Background: an optimization exercise with open tools, aiming at a short achievable clock period and few clock cycles per item. Do not read the settings as production practice.
The RTL was checked by simulation tests, not by an equivalence proof against the original design.
Power and IR drop assume default switching activity.

### flow/config.mk
export PLATFORM = sky130hd
export DESIGN_NAME = shaTop
export DESIGN_NICKNAME = shaTop
export VERILOG_FILES = /design/flow/design.v
export SDC_FILE = /design/flow/constraint.sdc
export NUM_CORES = 4
export LEC_CHECK = 0
export CAP_MARGIN = 20
export CORE_MARGIN = 2
export CORE_UTILIZATION = 50
export SETUP_SLACK_MARGIN = 5
export SLEW_MARGIN = 20
export SYNTH_HIERARCHICAL = 1
### flow/constraint.sdc
create_clock -name core_clock -period 10.0 [get_ports {clk}]
set_input_delay 2.0000 -clock core_clock [delete_from_list [all_inputs] [get_ports {clk}]]
set_output_delay 2.0000 -clock core_clock [all_outputs]
set_load 0.01 [all_outputs]
### flow/design.v
package shaPkg;
    localparam int NumRounds    = 64;
    localparam int NumHashWords = 8;
    localparam int BlockWords   = 16;
    localparam int LengthBits   = 64;
    typedef logic [31:0]  wordT;
    typedef logic [7:0]   byteT;
    typedef logic [511:0] blockT;
    typedef wordT [NumHashWords-1:0] digestT;   
    function automatic wordT rotr(input wordT x, input integer n);
        rotr = (x >> n) | (x << (32 - n));
    endfunction
    function automatic wordT smallSigma0(input wordT x);
        smallSigma0 = rotr(x, 7) ^ rotr(x, 18) ^ (x >> 3);
    endfunction
    function automatic wordT smallSigma1(input wordT x);
        smallSigma1 = rotr(x, 17) ^ rotr(x, 19) ^ (x >> 10);
    endfunction
    function automatic wordT bigSigma0(input wordT x);
        bigSigma0 = rotr(x, 2) ^ rotr(x, 13) ^ rotr(x, 22);
    endfunction
    function automatic wordT bigSigma1(input wordT x);
        bigSigma1 = rotr(x, 6) ^ rotr(x, 11) ^ rotr(x, 25);
    endfunction
    function automatic wordT choose(input wordT x, input wordT y, input wordT z);
        choose = (x & y) ^ (~x & z);
    endfunction
    function automatic wordT majority(input wordT x, input wordT y, input wordT z);
        majority = (x & y) ^ (y & z) ^ (x & z);
    endfunction
endpackage
module xor3w (
    input  logic [31:0] x, y, z,
    output logic [31:0] s
);
    assign s = x ^ y ^ z;
endmodule
module maj3w (
    input  logic [31:0] x, y, z,
    output logic [31:0] m
);
    assign m = (x & y) | (x & z) | (y & z);
endmodule
module csa32 (
    input  logic [31:0] x, y, z,
    output logic [31:0] s, c
);
    logic [31:0] m;
    xor3w us (.x(x), .y(y), .z(z), .s(s));
    maj3w uc (.x(x), .y(y), .z(z), .m(m));
    assign c = {m[30:0], 1'b0};
endmodule
module add32 (
    input  logic [31:0] x, y,
    output logic [31:0] s
);
    assign s = x + y;
endmodule
module shaTop #(
    parameter int MaxMsgBytes = 55
) (
    input  logic                                   clk,
    input  logic                                   resetSHA,
    input  logic                                   go,
    input  logic [$clog2(MaxMsgBytes + 1)-1:0]     msgLength,
    output logic [$clog2(MaxMsgBytes)-1:0]         msgAddress,
    output logic                                   msgEnable,
    input  shaPkg::byteT                           msgData,
    output logic [$clog2(shaPkg::NumHashWords)-1:0] hAddress,
    output logic                                   hEnable,
    input  shaPkg::wordT                           hData,
    output logic [$clog2(shaPkg::NumRounds)-1:0]   kAddress,
    output logic                                   kEnable,
    input  shaPkg::wordT                           kData,
    output logic [$clog2(shaPkg::NumHashWords)-1:0] domAddress,
    output shaPkg::wordT                           domData,
    output logic                                   domWrite,
    output logic                                   finish
);
    typedef logic [31:0] word;
    logic       busy;
    logic [3:0] cyc;         
    logic [5:0] len;         
    logic       mReading;
    logic [5:0] mAddr;
    logic       inValid;     
    logic [5:0] inIdx;
    logic [3:0] hStep;
    logic [2:0] hAddr;
    logic       hInValid;
    logic [2:0] hInIdx;
    logic       hLoaded;
    logic [6:0] kRd;         
    logic       kInValid;
    logic [2:0] kInSlot;
    word        kq [8];
    word        kP;          
    word        win [32];
    logic [6:0] p;           
    logic [6:0] t;           
    logic       rdy;         
    word        R, Q;
    word        B;           
    word        a, b, c, d, e, f, g, h;
    word        hs [8];
    logic       wActive;
    logic [2:0] wStep;
    function automatic logic [2:0] hOrder(input logic [3:0] s);
        case (s)
            4'd0: hOrder = 3'd3;
            4'd1: hOrder = 3'd7;
            4'd2: hOrder = 3'd0;
            4'd3: hOrder = 3'd1;
            4'd4: hOrder = 3'd2;
            4'd5: hOrder = 3'd4;
            4'd6: hOrder = 3'd5;
            default: hOrder = 3'd6;
        endcase
    endfunction
    assign msgAddress = mAddr;
    assign msgEnable  = 1'b1;
    assign hAddress   = hAddr;
    assign hEnable    = 1'b1;
    assign kAddress   = kRd[5:0];
    assign kEnable    = 1'b1;
    logic        ok;         
    logic        readyW;
    logic [5:0]  avail;      
    logic [15:0] relOH;
    logic        exec, fire;
    logic        tDone, pDone, pGen;
    assign exec = rdy && hLoaded && !tDone;
    assign fire = ok && readyW && !pDone && (rdy ? (hLoaded && !tDone) : 1'b1);
    logic [6:0] pNext;
    assign pNext = p + {6'd0, fire};
    logic [5:0] availNext;
    logic [8:0] need0, need1;
    logic       rdy0, rdy1;
    logic [3:0] qNext;
    assign availNext = (go && !busy) ? {5'd0, msgLength != 6'd0}
                     : mReading ? mAddr + 1'b1 : avail;
    assign need0 = ({p, 2'b00} + 9'd4 < {3'd0, len}) ? {p, 2'b00} + 9'd4 : {3'd0, len};
    assign need1 = ({p, 2'b00} + 9'd8 < {3'd0, len}) ? {p, 2'b00} + 9'd8 : {3'd0, len};
    assign rdy0  = ({3'd0, availNext} >= need0);
    assign rdy1  = ({3'd0, availNext} >= need1);
    assign qNext = mAddr[5:2];
    word s1, ch, s0, mj;
    word x1s, x1c, x2s, x2c, x3s, x3c, x4s, x4c;
    word ys, yc, y2s, y2c;
    word aNew, eNew;
    assign s1 = shaPkg::bigSigma1(e);
    assign ch = shaPkg::choose(e, f, g);
    assign s0 = shaPkg::bigSigma0(a);
    assign mj = shaPkg::majority(a, b, c);
    csa32 ua1 (.x(s1),  .y(ch),  .z(R),   .s(x1s), .c(x1c));
    csa32 ua2 (.x(s0),  .y(mj),  .z(B),   .s(x2s), .c(x2c));
    csa32 ua3 (.x(x1s), .y(x1c), .z(x2s), .s(x3s), .c(x3c));
    csa32 ua4 (.x(x3s), .y(x3c), .z(x2c), .s(x4s), .c(x4c));
    add32 ua5 (.x(x4s), .y(x4c), .s(aNew));
    csa32 ue1 (.x(s1),  .y(ch),  .z(Q),   .s(ys),  .c(yc));
    csa32 ue2 (.x(ys),  .y(yc),  .z(B),   .s(y2s), .c(y2c));
    add32 ue3 (.x(y2s), .y(y2c), .s(eNew));
    word z2s, z2c, eNewH7;
    csa32 uz1 (.x(ys),  .y(yc),  .z(hs[7]), .s(z2s), .c(z2c));
    add32 uz2 (.x(z2s), .y(z2c), .s(eNewH7));
    word hh, dd, wp;
    word r1s, r1c, q2s, q2c, rNew, qNew;
    assign hh  = rdy ? g : h;
    assign dd  = rdy ? c : d;
    assign wp  = win[16];
    csa32 ur1 (.x(hh),  .y(kP),  .z(wp), .s(r1s), .c(r1c));
    add32 ur2 (.x(r1s), .y(r1c), .s(rNew));
    csa32 uq1 (.x(r1s), .y(r1c), .z(dd), .s(q2s), .c(q2c));
    add32 uq2 (.x(q2s), .y(q2c), .s(qNew));
    word g1s, g1c, g2s, g2c, wGen;
    csa32 ug1 (.x(shaPkg::smallSigma1(win[15])), .y(win[10]), .z(shaPkg::smallSigma0(win[2])),
               .s(g1s), .c(g1c));
    csa32 ug2 (.x(g1s), .y(g1c), .z(win[1]), .s(g2s), .c(g2c));
    add32 ug3 (.x(g2s), .y(g2c), .s(wGen));
    always_ff @(posedge clk) begin
        if (resetSHA) begin
            busy     <= 1'b0;
            cyc      <= '0;
            ok       <= 1'b0;
            mReading <= 1'b0;
            mAddr    <= '0;
            inValid  <= 1'b0;
            avail    <= '0;
            readyW   <= 1'b0;
            hStep    <= '0;
            hAddr    <= 3'd3;
            hInValid <= 1'b0;
            hLoaded  <= 1'b0;
            kRd      <= '0;
            kInValid <= 1'b0;
            p        <= '0;
            pDone    <= 1'b0;
            pGen     <= 1'b0;
            t        <= '0;
            tDone    <= 1'b0;
            rdy      <= 1'b0;
            wActive  <= 1'b0;
            wStep    <= '0;
            domWrite <= 1'b0;
            finish   <= 1'b0;
        end else begin
            avail  <= availNext;
            readyW <= (go && !busy) ? (msgLength <= 6'd1) : fire ? rdy1 : rdy0;
            if (go && !busy) begin
                busy     <= 1'b1;
                cyc      <= 4'd1;
                ok       <= 1'b0;
                mReading <= (msgLength > 6'd1);
                mAddr    <= (msgLength > 6'd1) ? 6'd1 : 6'd0;
                inValid  <= (msgLength != 6'd0);
                hStep    <= 4'd1;
                hAddr    <= hOrder(4'd1);
                hInValid <= 1'b1;
                hLoaded  <= 1'b0;
                kRd      <= 7'd1;
                kInValid <= 1'b1;
                p        <= '0;
                pDone    <= 1'b0;
                pGen     <= 1'b0;
                t        <= '0;
                tDone    <= 1'b0;
                rdy      <= 1'b0;
                wActive  <= 1'b0;
                wStep    <= '0;
                domWrite <= 1'b0;
                finish   <= 1'b0;
            end else begin
                if (cyc != 4'd15)
                    cyc <= cyc + 1'b1;
                ok <= busy && (cyc >= 4'd2);
                inValid <= mReading;
                if (mReading) begin
                    if (mAddr + 6'd1 == len) begin
                        mReading <= 1'b0;
                        mAddr    <= '0;
                    end else begin
                        mAddr <= mAddr + 1'b1;
                    end
                end
                hInValid <= (hStep != 4'd0);
                if (hStep != 4'd0) begin
                    if (hStep == 4'd7) begin
                        hStep <= 4'd0;
                        hAddr <= 3'd3;
                    end else begin
                        hStep <= hStep + 1'b1;
                        hAddr <= hOrder(hStep + 1'b1);
                    end
                end
                if (hInValid && hInIdx == 3'd6)
                    hLoaded <= 1'b1;
                kInValid <= 1'b0;
                if (!busy)
                    kRd <= '0;
                else if (!kRd[6] && kRd < p + 7'd6) begin
                    kRd      <= kRd + 1'b1;
                    kInValid <= 1'b1;
                end
                p <= pNext;
                if (fire) begin
                    pDone <= (p == 7'd63);
                    pGen  <= (p >= 7'd14);
                end
                if (exec) begin
                    t     <= t + 1'b1;
                    tDone <= (t == 7'd63);
                end
                if (fire)
                    rdy <= 1'b1;
                else if (exec)
                    rdy <= 1'b0;
                domWrite <= 1'b0;
                finish   <= 1'b0;
                if (exec && t == 7'd60) begin
                    wActive  <= 1'b1;
                    wStep    <= 3'd1;
                    domWrite <= 1'b1;
                end else if (wActive) begin
                    wStep    <= wStep + 1'b1;
                    domWrite <= 1'b1;
                    if (wStep == 3'd7) begin
                        wActive <= 1'b0;
                        finish  <= 1'b1;
                        busy    <= 1'b0;
                        ok      <= 1'b0;
                    end
                end
            end
        end
    end
    always_ff @(posedge clk) begin
        for (int i = 0; i < 16; i++)
            relOH[i] <= (go && !busy) ? (i == 0)
                      : (fire ? (qNext - p[3:0] - 4'd1 == 4'(i)) : (qNext - p[3:0] == 4'(i)));
    end
    function automatic word template(input logic [5:0] l, input int i);
        word w;
        w = '0;
        for (int k = 0; k < 4; k++)
            if (l == 6'(4 * i + k))
                w[31 - 8*k -: 8] = 8'h80;
        if (i == 15)
            w = {20'd0, l, 3'd0};
        template = w;
    endfunction
    always_ff @(posedge clk) begin
        inIdx    <= mAddr;
        hInIdx   <= hAddr;
        kInSlot  <= kRd[2:0];
        if (go && !busy)
            len <= msgLength;
        if (hInValid) begin
            hs[hInIdx] <= hData;
            case (hInIdx)
                3'd0: a <= hData;
                3'd1: b <= hData;
                3'd2: c <= hData;
                3'd3: d <= hData;
                3'd4: e <= hData;
                3'd5: f <= hData;
                3'd6: g <= hData;
                default: h <= hData;
            endcase
        end
        if (kInValid)
            kq[kInSlot] <= kData;
        kP <= kq[pNext[2:0]];
        if (go && !busy) begin
            for (int i = 0; i < 16; i++)
                win[16 + i] <= template(msgLength, i);
        end else begin
            if (fire) begin
                for (int i = 0; i < 31; i++)
                    win[i] <= win[i + 1];
                win[31] <= '0;
                if (pGen)
                    win[16] <= wGen;
            end
            if (inValid) begin
                for (int i = -1; i < 14; i++)
                    if (fire ? relOH[i + 1] : (i >= 0 && relOH[i < 0 ? 0 : i]))
                        win[16 + i][31 - 8*inIdx[1:0] -: 8] <= msgData;
            end
        end
        if (fire) begin
            R <= rNew;
            Q <= qNew;
            B <= '0;
            if (inValid && relOH[0])
                B[31 - 8*inIdx[1:0] -: 8] <= msgData;
        end
        if (exec) begin
            a <= aNew;
            b <= a;
            c <= b;
            d <= c;
            e <= eNew;
            f <= e;
            g <= f;
            h <= g;
        end
        domAddress <= 3'd7;
        domData    <= eNewH7;
        if (wActive) begin
            case (wStep)
                3'd1: begin domAddress <= 3'd3; domData <= a + hs[3]; end
                3'd2: begin domAddress <= 3'd6; domData <= e + hs[6]; end
                3'd3: begin domAddress <= 3'd2; domData <= b + hs[2]; end
                3'd4: begin domAddress <= 3'd5; domData <= f + hs[5]; end
                3'd5: begin domAddress <= 3'd1; domData <= b + hs[1]; end
                3'd6: begin domAddress <= 3'd4; domData <= e + hs[4]; end
                default: begin domAddress <= 3'd0; domData <= a + hs[0]; end
            endcase
        end
    end
endmodule
### flow/run.sh
#!/bin/bash
# synth_recipe.tcl (not shown) runs the flow's synth.tcl, then flattens the netlist and writes it again
# the make line also repeats each setting of config.mk as NAME=value (left out here)
make -C /OpenROAD-flow-scripts/flow DESIGN_CONFIG=/design/flow/config.mk WORK_HOME=/design/flow/orfs CLKGATE_MAP_FILE= SYNTH_SCRIPT=/design/flow/synth_recipe.tcl finish
==> out/metrics.csv, run 1 <==
metric,value,unit
fp.dieW,468,um
dp.cells,11900,
start_util,50.2,%
viasPerCell,6.04,
period_needed,4.94,ns
leakage,45.6,nW
layout-drive-gt1-share,14.0,%
die_area,219000,um^2
path_clk_slew,0.06,ns
fin_nets,9920,
num_io_pins,136,
avgSynthCellArea,11.4,um^2
gp_congestion,0.992,
worstRegToRegCells,13,
worstSkewPairLatency,0.88,ns
wire_per_inst,25.6,um
routed_wl,320,mm
worst_slew_pin_slew,1.16,ns
rsz0062_at_grt,yes,
synthesis.area,108000,um^2
drv_cap,0,
fin_crit_sh,49.4,%
ant_nets,0,
cts_buffers,210,
fin_cells,12500,
ctsLongestPathBuffers,3,
yosysWarnings,9,
slew_violations,0,
cts_sinks,1965,
cp-start-kind,flip-flop,
dr.first_iter.drc_count,9300,
hold_viol_final,0,
status,timing/DRC/antenna clean,
num_vias,75400,
antenna_found_initial,10,
largest_reg_flops,943,
slew_headroom,22.5,%
setup_tns,0,ns
crit_fanout,6,
whs_path_depth,0,
cp-endpoint,a[31],
dr.pass1.iters,6,
drc,0,
finClkSkew,0.0593,ns
top_register,win,
synthToLayoutAreaGrowth,11.6,%
cp-end-kind,flip-flop,
r2r_end,a[31],
ir_worst_vdd,0.204,mV
num_rows,170,
port_buffers,132,
reg.largest.list,"win: 943 flops, hs: 256 flops, kq: 256 flops",
core-area,214000,um^2
syn_inst,9435,
cts-root-buf,clkbuf_16,
setup_viol,0,
worstPathArrival,5.59,ns
grt_pass1_wl,465,mm
ctsHtreeMaxLevel,4,
grt_max_degree,207,
fmax,202,MHz
crit_required,10.64,ns
grt_usage,28.6,%
dieHeight,468,um
startpoint,a[26],
tritoncts,built,
hold_path_class,flip-flop to flip-flop,
reg2reg_from,a[26],
path_class,flip-flop to flip-flop,
gr-total-overflow,0,
hpwl,237,mm
r2r_setup_slack,5.06,ns
p_per_area,171,nW/um^2
grt_pass1_vias,69800,
## worst min path at each step
| stage | from | to |
|---|---|---|
| floorplan | kRd[1] | kInSlot[1] |
| global placement | win[14][10] | win[13][10] |
| detailed placement | win[11][29] | win[10][29] |
| CTS | win[5][21] | win[4][21] |
| global route | win[14][22] | win[13][22] |
| finish | win[5][21] | win[4][21] |
## cell type report
class / instances / area (um^2)
multi-input combinational: 6826 / 52800
clock buffer: 284 / 5780
fill: 17900 / 94200
inverter: 96 / 375
clock inverter: 111 / 1290
sequential: 1965 / 53000
tap: 2838 / 3550
antenna: 8 / 20.0
timing repair buffer: 357 / 3210
## per-layer routing
| layer | share of wire [%] | track usage, % | vias to the layer above | routed length (um) |
|---|---|---|---|---|
| li1 | - | - | 34600 | - |
| met1 | 47 | 44.8 | 37300 | 151000 |
| met2 | 40 | 39.7 | 3083 | 130000 |
| met3 | 9.4 | 5.54 | 432 | 30000 |
| met4 | 3.0 | 8.27 | 8 | 9720 |
| met5 | 0.016 | 0.176 | - | 51 |
## metrics by stage
step           worst slack, ns  hold WS (ns)  area [um^2]  total power, W  utilization [%]
2_1_floorplan            0.414         0.390       108000          0.0116                -
3_3_place_gp              3.55         0.400       111000          0.0126             51.9
3_5_place_dp              3.47         0.405       111000          0.0127             51.9
4_1_cts                   5.00         0.412       119000          0.0206             55.4
5_1_grt                   4.91         0.419       120000          0.0213             56.0
6_report                  5.06         0.409       120000          0.0205             56.0
## where the power goes
part / internal (W) / switching [W] / total, W
combinational: 0.00151 / 0.00204 / 0.00355
sequential: 0.00888 / 0.000158 / 0.00904
clock: 0.00459 / 0.00336 / 0.00795
total: 0.0150 / 0.00556 / 0.0205
## worst max-delay path, stage by stage (launching register included)
cell and delay (ns):
edfxtp_1 0.71, xnor2_1 0.57, xor3_1 0.45, maj3_2 0.35, xor3_1 0.40, ha_1 0.36
o21a_1 0.19, o211ai_1 0.10, o21bai_4 0.22, a22oi_4 0.31, a311oi_4 0.18, o311a_1 0.36
or3_1 0.36, a21o_1 0.16
## placed cells by master, fill, tap and decap left out, types with 37 or more instances in the layout
master              n
and3_1             64
xor2_1            174
nor2_1            708
xor3_1            352
mux4_2             64
clkbuf_1           52
mux2_2            223
a31oi_1            48
a211oi_1           82
o22ai_1            73
clkbuf_16         212
nand3_1           119
maj3_2            341
and2_1             72
a21o_1            426
nand2b_1           42
inv_1              94
a21oi_1          1170
mux2i_1            78
o21bai_1           37
o21ai_0           205
xnor2_1           337
edfxtp_1         1365
nand2_1          1116
nand4_1            70
clkdlybuf4s50_1   132
ha_1              370
buf_4             207
dfxtp_1           597
nor3_1             56
xnor2_2            46
## timing repair
action	4_1_cts	5_1_grt
pin swaps	1	11
endpoints found under the setup margin	153	159
gates resized for setup	29	50
gates cloned	1	0
setup buffers	29	113
hold buffers	0	0
Testbench counts, summed over its fixed seeds: cycles 23,454, hashes 256.
==> run 2, diff against run 1 <==
--- a/flow/config.mk
+++ b/flow/config.mk
@@ -12,2 +12 @@
 export SLEW_MARGIN = 20
-export SYNTH_HIERARCHICAL = 1
==> run 2 against run 1 <==
  * Power decreased by 4.6%
  * Register-to-register slack got worse by 0.73 ns
  * Non-clock buffer count increased by 21
  * Clock power about the same
  * Still clean on timing, DRC and antenna
  * First-iteration DRC count decreased by 1.1%
  * Critical endpoint is now a[22]
  * Combinational power decreased by 24%
  * Setup slack got worse by 0.73 ns
  * Clock-buffer cell count increased by 15
  * Cell area decreased by 4.3%
  * Sequential power decreased by 0.6%
==> out/metrics.csv, run 2 <==
metric,value,unit
status,timing/DRC/antenna clean,
port_buffers,132,
hold_path_class,flip-flop to flip-flop,
ctsHtreeMaxLevel,4,
worst_slew_pin_slew,1.19,ns
core-area,202000,um^2
p_per_area,171,nW/um^2
grt_usage,30.4,%
largest_reg_flops,943,
cp-start-kind,flip-flop,
slew_headroom,20.6,%
synth.top_cell.area_share,40.3,%
synthArstFlopShare,0,%
top_register,win,
dp.cells,11900,
gr-total-overflow,0,
setup_viol,0,
antenna_found_initial,11,
ys_ff_latch,1965,
fin_nets,10300,
cts_sinks,1965,
avgSynthCellArea,10.8,um^2
period_needed,5.67,ns
ir_worst_vdd,0.194,mV
rsz0062_at_grt,yes,
fin_cells,12400,
yosysTopAreaCell,edfxtp_1,
synth.distinct_cells,93,
finClkSkew,0.0507,ns
ys.flop_type,edfxtp_1,
synthToLayoutAreaGrowth,12.9,%
slew_violations,0,
final_common_cell,edfxtp_1,
gp_congestion,1.01,
dr.pass1.iters,7,
hold_viol_final,0,
drc,0,
synth_common_cells,"edfxtp_1 (1365), nand2_1 (1358), a21oi_1 (1127)",
fp.dieW,455,um
yosysWarnings,3,
path_clk_slew,0.06,ns
cpPeakStageDelay,0.55,ns
slowest_stage,fa_1,
multi_input_area,45700,um^2
cp-end-kind,flip-flop,
crit_required,10.59,ns
routed_wl,319,mm
worstPathArrival,6.26,ns
num_vias,73800,
start_util,50.3,%
syn_inst,9416,
setup_tns,0,ns
layout_common_cells,"edfxtp_1 (1365), nand2_1 (1352), a21oi_1 (1118)",
synth_most_common_cell,edfxtp_1,
grt_pass1_wl,463,mm
cp_common_cell,fa_1,
yosysSeqAreaShare,52.1,%
ant_nets,0,
cts_buffers,210,
drv_cap,0,
reg.largest.list,"win: 943 flops, hs: 256 flops, kq: 256 flops",
cp_top_family,adder cells,
grt_max_degree,241,
ctsLongestPathBuffers,3,
viasPerCell,5.95,
cp_num_buf_inv,3,
dieHeight,455,um
synth_edf_count,1365,
fmax,176,MHz
num_rows,165,
fin_crit_sh,56.7,%
die_area,207000,um^2
synthesis.area,102000,um^2
crit_fanout,3,
dr.first_iter.drc_count,9202,
leakage,43.3,nW
crit_path_cell_trace,xor2_1 > xnor2_2 > fa_1 > fa_1 > inv_1 > fa_1 > ha_2 > inv_2 > fa_2 > nor2b_2 > o21a_1 > a311o_1 > o311a_1 > a221o_1 > a21o_1 > buf_4 > a21oi_2 > nor2b_1 > o21ai_1 > a31oi_1,
wire_per_inst,25.7,um
tritoncts,built,
grt_pass1_vias,68700,
register_area,53000,um^2
n_fill_cell,17100,
hpwl,232,mm
path_class,flip-flop to flip-flop,
synth_area_leaders,"edfxtp_1 (40%), dfxtp_1 (12%), fa_1 (6.8%)",
layout-drive-gt1-share,10.3,%
num_io_pins,136,
cts-root-buf,clkbuf_16,
postCtsHoldBufs,0,
worstSkewPairLatency,0.88,ns
run 2: cell count changes in the layout (fill, tap and decap cells not counted), moves of 192 or more:
| cell | before | now |
|---|---|---|
| inv_1 | 94 | 631 |
| fa_1 | 11 | 342 |
| a21o_1 | 426 | 234 |
| xor3_1 | 352 | 0 |
| nand2_1 | 1116 | 1352 |
| maj3_2 | 341 | 0 |
run 2: path summary, 6_finish.rpt:
path | start | depth (start not counted) | endpoint | slack (ns)
max | a[24] | 20 | a[22] | 4.33
min reg2reg | hAddr[2] | 0 | hInIdx[2] | 0.38
max reg2reg | a[24] | 20 | a[22] | 4.33
min | hAddr[2] | 0 | hInIdx[2] | 0.38
run 2: timing repair:
item,4_1_cts,5_1_grt
setup buffers,89,59
gates resized for setup,77,110
endpoints found under the setup margin,163,163
cloned,1,0
pin swaps,33,39
run 2: kinds of logic (layout without fill, tap and decap cells):
kind of cell / count (synthesis) / in the layout / share of synthesized area, %
buffers and inverters: 1103 / 1411 / 4.11
XOR/XNOR: 569 / 569 / 4.90
other: 1 / 5 / 0.00369
adder cells (fa/ha/maj): 733 / 733 / 11.5
multiplexers: 324 / 324 / 4.17
flip-flops: 1965 / 1965 / 52.1
AO/OA/AOI/OAI: 2190 / 2190 / 12.8
AND/OR/NAND/NOR: 2531 / 2532 / 10.4
run 2: stage by stage:
stage	worst slack (ns)	cell area (um^2)	total power, W	hold slack (ns)	utilization, %
2_1_floorplan	0.289	102000	0.0108	0.390	-
3_3_place_gp	4.09	106000	0.0117	0.370	52.3
3_5_place_dp	4.09	106000	0.0117	0.370	52.3
4_1_cts	4.49	114000	0.0196	0.378	56.3
5_1_grt	4.37	115000	0.0203	0.395	56.8
6_report	4.33	115000	0.0196	0.377	56.8
run 2: final cells by class:
type / instances / area share, %
Sequential cell: 1965 / 46.1
Multi-Input combinational cell: 6351 / 39.8
Clock buffer: 299 / 5.15
Timing Repair Buffer: 378 / 2.92
Tap cell: 2672 / 2.91
Inverter: 640 / 2.11
Clock inverter: 94 / 0.967
Antenna cell: 2 / 0.00436
run 2: report_power, final:
group / total [W] / internal, W / switching [W]
Clock: 0.00792 / 0.00454 / 0.00338
Sequential: 0.00899 / 0.00887 / 0.000121
Combinational: 0.00269 / 0.00105 / 0.00164
Total: 0.0196 / 0.0145 / 0.00514
run 2: metal layers:
metal	global-route usage (%)	vias to the layer above	part of all wire, %
li1	-	33100	-
met1	46.9	36600	45
met2	42.3	3561	41
met3	6.60	468	11
met4	9.92	14	3.5
met5	0	-	0.036
==> run 3, diff against run 2 <==
==> flow/flow/run.sh (new file) <==
#!/bin/bash
# Standard layout (the standard.sh) with a tighter setup-repair target:
# repair_timing works until every path has this much slack at the 10 ns clock.
set -o pipefail
sed 's/SETUP_SLACK_MARGIN=[0-9.]*/SETUP_SLACK_MARGIN=6.5/' standard.sh > standard_tight.sh
bash standard_tight.sh > standard.log 2>&1
==> flow/standard.sh (new file) <==
#!/bin/bash
# synth_recipe.tcl (not shown) runs the flow's synth.tcl, then flattens the netlist and writes it again
# the make line also repeats each setting of config.mk as NAME=value (left out here)
make -C /OpenROAD-flow-scripts/flow DESIGN_CONFIG=/design/flow/config.mk WORK_HOME=/design/flow/orfs CLKGATE_MAP_FILE= SYNTH_SCRIPT=/design/flow/synth_recipe.tcl "${@:-finish}"
--- a/flow/config.mk
+++ b/flow/config.mk
@@ -12 +12,2 @@
 export SLEW_MARGIN = 20
+export SYNTH_HIERARCHICAL = 1
removed: flow/run.sh
==> run 3 against run 2 <==
  * Still clean on timing, DRC and antenna
  * Combinational power up 84%
  * Final cell count rose by 4.7%
  * Critical path depth fell by 4
  * Clock skew rose by 0.022 ns
  * Cell area rose by 14%
  * Power is 13% higher
  * First-iteration DRC count rose by 3.0%
  * Critical endpoint is now a[31]
==> out/metrics.csv, run 3 <==
metric,value,unit
fp.dieW,468,um
final_area,131000,um^2
antenna_found_initial,15,
yosysWarnings,9,
port_buffers,132,
ctsLongestPathBuffers,3,
cp-start-kind,flip-flop,
largest_reg_flops,943,
start_util,50.2,%
leakage,49.8,nW
cts_sinks,1965,
tritoncts,built,
layout_common_cells,"edfxtp_1 (1365), nand2_1 (1087), a21oi_1 (1057)",
wl_met1,156,mm
grt_pass1_wl,493,mm
dr.pass1.iters,7,
cts_buffers,210,
path_class,flip-flop to flip-flop,
dr.max_layer_used,met5,
gr-total-overflow,0,
worst_slew_pin_slew,1.26,ns
period_needed,4.63,ns
setup_tns,0,ns
grt_usage,30.3,%
status,timing/DRC/antenna clean,
routed_wl,341,mm
dieHeight,468,um
hold_path_class,flip-flop to flip-flop,
wl_met3,31.2,mm
wire_per_inst,26.2,um
syn_inst,9435,
drv_cap,0,
slew_headroom,16.2,%
crit_fanout,3,
cp-end-kind,flip-flop,
core-area,214000,um^2
num_io_pins,136,
crit_required,10.63,ns
ant_nets,0,
top_register,win,
fin_crit_sh,46.3,%
dr.first_iter.drc_count,9480,
drc,0,
worstSkewPairLatency,0.89,ns
synthToLayoutAreaGrowth,21.5,%
p_per_area,169,nW/um^2
fin_nets,10400,
grt_max_degree,263,
hold_viol_final,0,
worstPathArrival,5.26,ns
ctsHtreeMaxLevel,4,
num_rows,170,
reg.largest.list,"win: 943 flops, hs: 256 flops, kq: 256 flops",
n_fill_cell,16900,
slew_violations,0,
layout-drive-gt1-share,25.9,%
fin_util,61.0,%
finClkSkew,0.0731,ns
die_area,219000,um^2
viasPerCell,6.07,
num_vias,78800,
fmax,216,MHz
final_common_cell,edfxtp_1,
hpwl,237,mm
avgSynthCellArea,11.4,um^2
rsz0062_at_grt,yes,
place_area,112000,um^2
ir_worst_vdd,0.186,mV
setup_viol,0,
grt_pass1_vias,73600,
wl_met2,142,mm
gp_congestion,0.987,
path_clk_slew,0.06,ns
synthesis.area,108000,um^2
cts-root-buf,clkbuf_16,
## run 3: cell count changes in the layout (fill, tap and decap cells not counted), sizes merged, moves of 43 or more
cell           before   now
mux2              156   223
a21oi            1130  1179
maj3               18   373
nand3              71   119
buf               246   720
o21ai             310   227
clkdlybuf4s50     132    73
nand4              27    70
a21o              234   426
nand2            1358  1123
inv               648    97
fa                346    11
xor3                0   352
## run 3: layout make-up
class	count	area, um^2	area share [%]
multi-input cells	6830	58400	44.7
flip-flops and latches	1965	53100	40.6
repair buffers	848	8070	6.17
clock buffers	269	5600	4.28
well taps	2838	3550	2.72
clock inverters	129	1630	1.25
inverters	96	400	0.306
diodes	10	25.0	0.0191
repair inverters	1	8.76	0.00670
## run 3: power breakdown
part	internal, W	leakage, nW	total (W)	switching [W]
Combinational	0.00237	29.1	0.00496	0.00259
Clock	0.00467	3.47	0.00811	0.00345
Sequential	0.00888	17.2	0.00903	0.000148
## run 3: worst max-delay path, stage by stage, from the launching register on
cell and delay, ns:
edfxtp_1 0.50, buf_4 0.20, xnor2_2 0.14, xnor2_2 0.28
xor3_1 0.41, maj3_2 0.33, maj3_2 0.33, ha_4 0.26
o211ai_1 0.33, o21ai_4 0.11, o21bai_4 0.20, a22oi_4 0.13
a311oi_4 0.43, buf_4 0.19, nor4_1 0.04, or3_1 0.31
a21o_1 0.16
## run 3: what timing repair did
| action | CTS | global route |
|---|---|---|
| setup buffers | 497 | 121 |
| resized for setup | 1013 | 306 |
| hold buffers | 0 | 0 |
| pin swaps | 440 | 235 |
| endpoints found under the hold margin | 0 | 0 |
| setup endpoints to repair | 1278 | 529 |
| cloned | 19 | 2 |
## run 3: through the flow
step / hold slack [ns] / worst slack, ns / std cells / power (W)
floorplan: 0.390 / 0.414 / 9437 / 0.0118
global placement: 0.400 / 3.89 / 11900 / 0.0127
detailed placement: 0.405 / 3.86 / 11900 / 0.0128
CTS: 0.367 / 5.50 / 12900 / 0.0217
global route: 0.370 / 5.30 / 13000 / 0.0228
finish: 0.370 / 5.37 / 13000 / 0.0221
## run 3: per-layer routing
metal / vias to the layer above / track usage [%]
met5: - / 0
met4: 8 / 9.48
met3: 504 / 6.03
met2: 3432 / 43.0
met1: 39200 / 46.4
li1: 35700 / -
## run 3: final timing paths
| check | startpoint | endpoint | slack (ns) | depth (start not counted) |
|---|---|---|---|---|
| setup / recovery | a[2] | a[31] | 5.37 | 16 |
| hold / removal | win[3][13] | win[2][13] | 0.37 | 0 |
| setup reg to reg | a[2] | a[31] | 5.37 | 16 |
| hold reg to reg | win[3][13] | win[2][13] | 0.37 | 0 |
==> run 4, diff against run 3 <==
--- a/flow/design.v
+++ b/flow/design.v
@@ -31,13 +31,31 @@
 endpackage
-module xor3w (
-    input  logic [31:0] x, y, z,
-    output logic [31:0] s
-);
-    assign s = x ^ y ^ z;
+module gXor2 (input logic a, b, output logic y);
+    assign y = a ^ b;
 endmodule
-module maj3w (
-    input  logic [31:0] x, y, z,
-    output logic [31:0] m
-);
-    assign m = (x & y) | (x & z) | (y & z);
+module gMaj3 (input logic a, b, c, output logic y);
+    assign y = (a & b) | (a & c) | (b & c);
+endmodule
+module gAnd2 (input logic a, b, output logic y);
+    assign y = a & b;
+endmodule
+module gOr2 (input logic a, b, output logic y);
+    assign y = a | b;
+endmodule
+module gA21o (input logic a1, a2, b1, output logic y);
+    assign y = (a1 & a2) | b1;
+endmodule
+module gNand2 (input logic a, b, output logic y);
+    assign y = ~(a & b);
+endmodule
+module gNor2 (input logic a, b, output logic y);
+    assign y = ~(a | b);
+endmodule
+module gInv (input logic a, output logic y);
+    assign y = ~a;
+endmodule
+module gOai21 (input logic a1, a2, b1, output logic y);
+    assign y = ~((a1 | a2) & b1);
+endmodule
+module gAoi21 (input logic a1, a2, b1, output logic y);
+    assign y = ~((a1 & a2) | b1);
 endmodule
@@ -47,5 +65,10 @@
 );
-    logic [31:0] m;
-    xor3w us (.x(x), .y(y), .z(z), .s(s));
-    maj3w uc (.x(x), .y(y), .z(z), .m(m));
+    logic [31:0] xy, xo, xa, m;
+    for (genvar i = 0; i < 32; i++) begin : g_bit
+        gXor2 u0 (.a(x[i]), .b(y[i]), .y(xy[i]));
+        gXor2 u1 (.a(xy[i]), .b(z[i]), .y(s[i]));
+        gOr2  u2 (.a(x[i]), .b(y[i]), .y(xo[i]));
+        gAnd2 u3 (.a(x[i]), .b(y[i]), .y(xa[i]));
+        gA21o u4 (.a1(z[i]), .a2(xo[i]), .b1(xa[i]), .y(m[i]));
+    end
     assign c = {m[30:0], 1'b0};
@@ -56,3 +79,49 @@
 );
-    assign s = x + y;
+    logic [31:0] gl [6];
+    logic [31:0] tl [6];
+    logic [31:0] p;
+    for (genvar i = 0; i < 32; i++) begin : g_l0
+        gNand2 ug (.a(x[i]), .b(y[i]), .y(gl[0][i]));
+        gNor2  ut (.a(x[i]), .b(y[i]), .y(tl[0][i]));
+        gXor2  up (.a(x[i]), .b(y[i]), .y(p[i]));
+    end
+    for (genvar k = 1; k <= 5; k++) begin : g_lvl
+        localparam int D = 1 << (k - 1);
+        for (genvar i = 0; i < 32; i++) begin : g_bit
+            if (i < D) begin : g_pass
+                gInv ug (.a(gl[k-1][i]), .y(gl[k][i]));
+                assign tl[k][i] = 1'b0;
+            end else if (k % 2 == 1) begin : g_true
+                gOai21 ug (.a1(tl[k-1][i]), .a2(gl[k-1][i-D]), .b1(gl[k-1][i]), .y(gl[k][i]));
+                if (i >= 2 * D) begin : g_t
+                    gNor2 ut (.a(tl[k-1][i]), .b(tl[k-1][i-D]), .y(tl[k][i]));
+                end else begin : g_t0
+                    assign tl[k][i] = 1'b0;
+                end
+            end else begin : g_inv
+                gAoi21 ug (.a1(tl[k-1][i]), .a2(gl[k-1][i-D]), .b1(gl[k-1][i]), .y(gl[k][i]));
+                if (i >= 2 * D) begin : g_t
+                    gNand2 ut (.a(tl[k-1][i]), .b(tl[k-1][i-D]), .y(tl[k][i]));
+                end else begin : g_t0
+                    assign tl[k][i] = 1'b0;
+                end
+            end
+        end
+    end
+    assign s[0] = p[0];
+    for (genvar i = 1; i < 32; i++) begin : g_sum
+        gXor2 us (.a(p[i]), .b(gl[5][i-1]), .y(s[i]));
+    end
+endmodule
+module gMux2 (input logic a, b, s, output logic y);
+    assign y = s ? b : a;
+endmodule
+module mux32 (
+    input  logic [31:0] a, b,
+    input  logic        s,
+    output logic [31:0] y
+);
+    for (genvar i = 0; i < 32; i++) begin : g_bit
+        gMux2 u (.a(a[i]), .b(b[i]), .s(s), .y(y[i]));
+    end
 endmodule
@@ -81,2 +150,3 @@
     logic       busy;
+    logic       init;        
     logic [3:0] cyc;         
@@ -97,2 +167,4 @@
     word        kP;          
+    word        kPH;         
+    word        kPHNew;
     word        win [32];
@@ -101,3 +173,3 @@
     logic       rdy;         
-    word        R, Q;
+    word        R, Q, QH;
     word        B;           
@@ -139,4 +211,3 @@
     logic [3:0] qNext;
-    assign availNext = (go && !busy) ? {5'd0, msgLength != 6'd0}
-                     : mReading ? mAddr + 1'b1 : avail;
+    assign availNext = mReading ? mAddr + 1'b1 : avail;
     assign need0 = ({p, 2'b00} + 9'd4 < {3'd0, len}) ? {p, 2'b00} + 9'd4 : {3'd0, len};
@@ -154,13 +225,33 @@
     assign mj = shaPkg::majority(a, b, c);
-    csa32 ua1 (.x(s1),  .y(ch),  .z(R),   .s(x1s), .c(x1c));
-    csa32 ua2 (.x(s0),  .y(mj),  .z(B),   .s(x2s), .c(x2c));
-    csa32 ua3 (.x(x1s), .y(x1c), .z(x2s), .s(x3s), .c(x3c));
-    csa32 ua4 (.x(x3s), .y(x3c), .z(x2c), .s(x4s), .c(x4c));
+    csa32 ua1 (.x(R),   .y(B),   .z(ch),  .s(x1s), .c(x1c));
+    csa32 ua2 (.x(mj),  .y(s0),  .z(s1),  .s(x2s), .c(x2c));
+    csa32 ua3 (.x(x1s), .y(x1c), .z(x2c), .s(x3s), .c(x3c));
+    csa32 ua4 (.x(x2s), .y(x3c), .z(x3s), .s(x4s), .c(x4c));
     add32 ua5 (.x(x4s), .y(x4c), .s(aNew));
-    csa32 ue1 (.x(s1),  .y(ch),  .z(Q),   .s(ys),  .c(yc));
-    csa32 ue2 (.x(ys),  .y(yc),  .z(B),   .s(y2s), .c(y2c));
+    csa32 ue1 (.x(Q),   .y(B),   .z(ch),  .s(ys),  .c(yc));
+    csa32 ue2 (.x(ys),  .y(yc),  .z(s1),  .s(y2s), .c(y2c));
     add32 ue3 (.x(y2s), .y(y2c), .s(eNew));
-    word z2s, z2c, eNewH7;
-    csa32 uz1 (.x(ys),  .y(yc),  .z(hs[7]), .s(z2s), .c(z2c));
-    add32 uz2 (.x(z2s), .y(z2c), .s(eNewH7));
+    word z1s, z1c, eNewH7;
+    csa32 uz1 (.x(QH),  .y(ch),  .z(s1),  .s(z1s), .c(z1c));
+    add32 uz2 (.x(z1s), .y(z1c), .s(eNewH7));
+    word aHold, eHold, aD, eD;
+    assign aHold = (hInValid && hInIdx == 3'd0) ? hData : a;
+    assign eHold = (hInValid && hInIdx == 3'd4) ? hData : e;
+    mux32 uma (.a(aHold), .b(aNew), .s(exec), .y(aD));
+    mux32 ume (.a(eHold), .b(eNew), .s(exec), .y(eD));
+    word        dA, dB, dSum;
+    logic [2:0] dAddr;
+    always_comb begin
+        case (wStep)
+            3'd1:    begin dAddr = 3'd3; dA = a; dB = hs[3]; end
+            3'd2:    begin dAddr = 3'd6; dA = e; dB = hs[6]; end
+            3'd3:    begin dAddr = 3'd2; dA = b; dB = hs[2]; end
+            3'd4:    begin dAddr = 3'd5; dA = f; dB = hs[5]; end
+            3'd5:    begin dAddr = 3'd1; dA = b; dB = hs[1]; end
+            3'd6:    begin dAddr = 3'd4; dA = e; dB = hs[4]; end
+            default: begin dAddr = 3'd0; dA = a; dB = hs[0]; end
+        endcase
+    end
+    add32 ud (.x(dA), .y(dB), .s(dSum));
+    add32 ukh (.x(kq[4]), .y(hs[7]), .s(kPHNew));
     word hh, dd, wp;
@@ -174,2 +265,6 @@
     add32 uq2 (.x(q2s), .y(q2c), .s(qNew));
+    word h1s, h1c, h2s, h2c, qhNew;
+    csa32 uh1 (.x(hh),  .y(kPH), .z(wp), .s(h1s), .c(h1c));
+    csa32 uh2 (.x(h1s), .y(h1c), .z(dd), .s(h2s), .c(h2c));
+    add32 uh3 (.x(h2s), .y(h2c), .s(qhNew));
     word g1s, g1c, g2s, g2c, wGen;
@@ -206,3 +301,3 @@
         end else begin
-            avail  <= availNext;
+            avail  <= (go && !busy) ? {5'd0, msgLength != 6'd0} : availNext;
             readyW <= (go && !busy) ? (msgLength <= 6'd1) : fire ? rdy1 : rdy0;
@@ -316,2 +411,3 @@
             len <= msgLength;
+        init <= go && !busy && !resetSHA;
         if (hInValid) begin
@@ -319,3 +415,3 @@
             case (hInIdx)
-                3'd0: a <= hData;
+                3'd0: ;
                 3'd1: b <= hData;
@@ -323,3 +419,3 @@
                 3'd3: d <= hData;
-                3'd4: e <= hData;
+                3'd4: ;
                 3'd5: f <= hData;
@@ -331,7 +427,9 @@
             kq[kInSlot] <= kData;
-        kP <= kq[pNext[2:0]];
-        if (go && !busy) begin
+        kP  <= kq[pNext[2:0]];
+        kPH <= kPHNew;
+        if (init) begin
             for (int i = 0; i < 16; i++)
-                win[16 + i] <= template(msgLength, i);
-        end else begin
+                win[16 + i] <= template(len, i);
+        end
+        begin
             if (fire) begin
@@ -349,5 +447,8 @@
         end
+        a <= aD;
+        e <= eD;
         if (fire) begin
-            R <= rNew;
-            Q <= qNew;
+            R  <= rNew;
+            Q  <= qNew;
+            QH <= qhNew;
             B <= '0;
@@ -357,3 +458,2 @@
         if (exec) begin
-            a <= aNew;
             b <= a;
@@ -361,3 +461,2 @@
             d <= c;
-            e <= eNew;
             f <= e;
@@ -366,15 +465,4 @@
         end
-        domAddress <= 3'd7;
-        domData    <= eNewH7;
-        if (wActive) begin
-            case (wStep)
-                3'd1: begin domAddress <= 3'd3; domData <= a + hs[3]; end
-                3'd2: begin domAddress <= 3'd6; domData <= e + hs[6]; end
-                3'd3: begin domAddress <= 3'd2; domData <= b + hs[2]; end
-                3'd4: begin domAddress <= 3'd5; domData <= f + hs[5]; end
-                3'd5: begin domAddress <= 3'd1; domData <= b + hs[1]; end
-                3'd6: begin domAddress <= 3'd4; domData <= e + hs[4]; end
-                default: begin domAddress <= 3'd0; domData <= a + hs[0]; end
-            endcase
-        end
+        domAddress <= wActive ? dAddr : 3'd7;
+        domData    <= wActive ? dSum : eNewH7;
     end
==> run 4 against run 3 <==
  * Via count grew 17%
  * Clock power grew 3.1%
  * Die area grew 5.7%
  * Sequential power grew 12%
  * Still clean on timing, DRC and antenna
  * Highest routed layer unchanged
  * Register-to-register slack gained 0.79 ns
  * Synthesized cell count grew 19%
  * Non-clock buffer count grew 128
  * Clock skew shrank 0.0054 ns
  * Cell area grew 9.6%
  * Maximum frequency grew 21%
  * Critical path type unchanged
==> out/metrics.csv, run 4 <==
metric,value,unit
hold_viol_final,0,
startpoint,win[15][16],
final_common_cell,edfxtp_1,
setup_viol,0,
worst_slew_pin_slew,1.26,ns
crit_fanout,5,
fin_crit_sh,38.4,%
reg2reg_from,win[15][16],
crit_required,10.80,ns
multi_input_area,67900,um^2
top_register,win,
fin_nets,12100,
fp.dieW,481,um
slew_headroom,15.7,%
layout_common_cells,"edfxtp_1 (1295), xor2_1 (1047), nand2_1 (737)",
fmax,261,MHz
ir_worst_vdd,0.494,mV
largest_reg_flops,943,
grt_pass1_vias,84900,
ctsLongestPathBuffers,3,
yosysTopAreaCell,edfxtp_1,
routed_wl,447,mm
num_vias,92300,
ys_ff_latch,2030,
cts_sinks,2030,
hold_path_startpoint,win[13][23],
cts_buffers,210,
drv_cap,0,
synth.top_cell.area_share,34.2,%
cp-end-kind,flip-flop,
num_rows,175,
worstSkewPairLatency,0.91,ns
cp-endpoint,win[16][27],
reg.largest.list,"win: 943 flops, hs: 256 flops, kq: 256 flops",
syn_inst,11200,
dieHeight,481,um
worstRegToRegCells,20,
wire_per_inst,29.6,um
num_io_pins,136,
fin_cells,15100,
grt_pass1_wl,610,mm
layout-drive-gt1-share,32.1,%
n_fill_cell,18200,
synth_edf_count,1295,
path_clk_slew,0.07,ns
rsz0062_at_grt,yes,
antenna_found_initial,51,
port_buffers,132,
place_area,118000,um^2
r2r_setup_slack,6.16,ns
avgSynthCellArea,10.1,um^2
path_class,flip-flop to flip-flop,
synth_common_cells,"xor2_1 (1435), edfxtp_1 (1295), nor2_1 (941)",
leakage,55.7,nW
start_util,50.2,%
status,timing/DRC/antenna clean,
synthToLayoutAreaGrowth,26.0,%
postCtsHoldBufs,0,
hpwl,322,mm
final_area,143000,um^2
grt_max_degree,184,
viasPerCell,6.10,
register_area,54000,um^2
synthesis.area,114000,um^2
grt_usage,36.7,%
period_needed,3.84,ns
holdWs,0.373,ns
gr-total-overflow,0,
drc,0,
dr.pass1.iters,9,
core-area,227000,um^2
yosysSeqAreaShare,47.1,%
synth_most_common_cell,xor2_1,
synthArstFlopShare,0,%
dr.first_iter.drc_count,10900,
p_total,0.0448,W
synth_area_leaders,"edfxtp_1 (34%), dfxtp_1 (13%), xor2_1 (11%)",
finClkSkew,0.0677,ns
die_area,231000,um^2
cts-root-buf,clkbuf_16,
synth.distinct_cells,75,
dp.cells,14000,
hold_path_class,flip-flop to flip-flop,
slew_violations,0,
worstPathArrival,4.64,ns
yosysWarnings,13,
ys.flop_type,edfxtp_1,
ant_nets,0,
gp_congestion,1.03,
setup_tns,0,ns
tritoncts,built,
r2r_end,win[16][27],
ctsHtreeMaxLevel,4,
p_per_area,313,nW/um^2
cp-start-kind,flip-flop,
whs_path_depth,0,
==> run 4: routing by layer <==
| layer | track usage (%) | routed length (um) | vias up |
|---|---|---|---|
| met5 | 0.787 | 816 | - |
| met4 | 14.9 | 21700 | 46 |
| met3 | 11.3 | 50400 | 900 |
| met2 | 52.9 | 188000 | 4541 |
| met1 | 51.2 | 186000 | 46000 |
| li1 | - | - | 40800 |
==> run 4: critical path, stage by stage (launching register included) <==
cell	delay, ns
dfxtp_2	0.32
buf_8	0.14
xnor2_4	0.13
xnor2_2	0.17
buf_4	0.16
or2_1	0.24
a21o_1	0.22
or2_1	0.25
a21o_1	0.24
nor2_4	0.25
o21ai_4	0.11
buf_4	0.15
a21oi_4	0.14
o21ai_2	0.09
a21oi_2	0.19
o21ai_2	0.09
xor2_2	0.35
mux2i_1	0.13
nor2_1	0.13
a31oi_1	0.06
o22ai_1	0.17
==> run 4: cell type report <==
class,count,share of cell area (%)
multi-input cells,8377,47.4
flip-flops and latches,2030,37.7
repair buffers,976,6.20
clock buffers,278,4.13
well taps,3009,2.63
clock inverters,123,1.06
inverters,312,0.861
diodes,31,0.0541
==> run 4: worst min path at each step <==
stage | end | slack [ns]
after global placement | win[10][15] | 0.40
final | win[12][23] | 0.37
after CTS | win[11][6] | 0.36
after global routing | win[11][6] | 0.37
after floorplan | hInIdx[0] | 0.39
after detailed placement | win[11][12] | 0.40
==> run 4: timing repair <==
item,in CTS,in global routing
setup endpoints to repair,762,404
setup buffers,383,292
pin swaps,254,546
cloned,19,5
resized for setup,1512,1209
==> run 4: per-module statistics from Yosys, one instance, submodules excluded, excerpt <==
module	flops+latches	area, um^2	times used	cells
gAnd2	0	6.26	403	1
gMux2	0	15.0	64	1
gXor2	0	8.76	1399	1
shaTop	2030	78700	1	5722
csa32	0	11.3	13	2
gNand2	0	3.75	657	1
gNor2	0	3.75	738	1
gOr2	0	6.26	403	1
gAoi21	0	8.76	468	1
gInv	0	3.75	279	1
add32	0	7.51	9	1
gA21o	0	7.51	403	1
gOai21	0	5.00	648	1
==> run 4: cells by family (layout without fill, tap and decap cells) <==
logic type      count (synthesis)  in the layout  share of synthesized area (%)
compound gates               2923           2923                           17.0
xor+xnor                     1691           1691                           13.0
fa+ha+maj                      95             95                          0.981
buf+inv                       814           1689                           2.92
flops                        2030           2030                           47.1
mux                           447            447                           5.31
other cells                    14             47                         0.0462
simple gates                 3205           3205                           13.6
==> run 4: stage by stage <==
step                util, %  worst slack [ns]
detailed placement     52.1              4.94
CTS                    59.4              6.31
finish                 63.2              6.16
floorplan                 -              5.82
global route           63.2              6.11
global placement       52.1              4.95
==> run 4: power by group <==
part | leakage [nW] | total, W | switching, W | internal [W]
registers | 17.8 | 0.0101 | 0.000650 | 0.00947
clock network | 3.60 | 0.00836 | 0.00357 | 0.00479
logic | 34.3 | 0.0264 | 0.0169 | 0.00942
Testbench counts of run 4, summed over its fixed seeds: cycles 23,454, hashes 256.

## what the ideal ports hide
The results above use ideal ports. As a check the final layouts listed here were re-extracted and re-timed, cells and wires unchanged. Step 1 assumes that a clkbuf_16 drives the clock port and a buf_2 every other input. Step 2 also shifts input and output timing later by t, the mid clock arrival at the registers, as if the neighbouring blocks saw the same clock. a / b / c = no drivers / after step 1 / after step 2; a / b = the first two.
run	shift t [ns]	setup WS [ns]	hold slack, ns	worst setup path after step 2	clock arrival spread, ns
run 1	0.947	5.055 / 5.055 / 4.221	0.409 / 0.409 / 0.409	input to register	0.061 / 0.062
run 2	0.943	4.325 / 4.325 / 4.141	0.377 / 0.377 / 0.377	input to register	0.052 / 0.052
run 3	0.954	5.373 / 5.373 / 5.373	0.370 / 0.370 / 0.370	register to register	0.075 / 0.074
run 4	0.971	6.163 / 6.163 / 5.602	0.373 / 0.373 / 0.373	input to register	0.075 / 0.075
After both steps setup and hold are still met in every run listed. The setup slack of run 1, which loses most, moves by 0.000 ns with the drivers and by -0.834 ns with both steps.
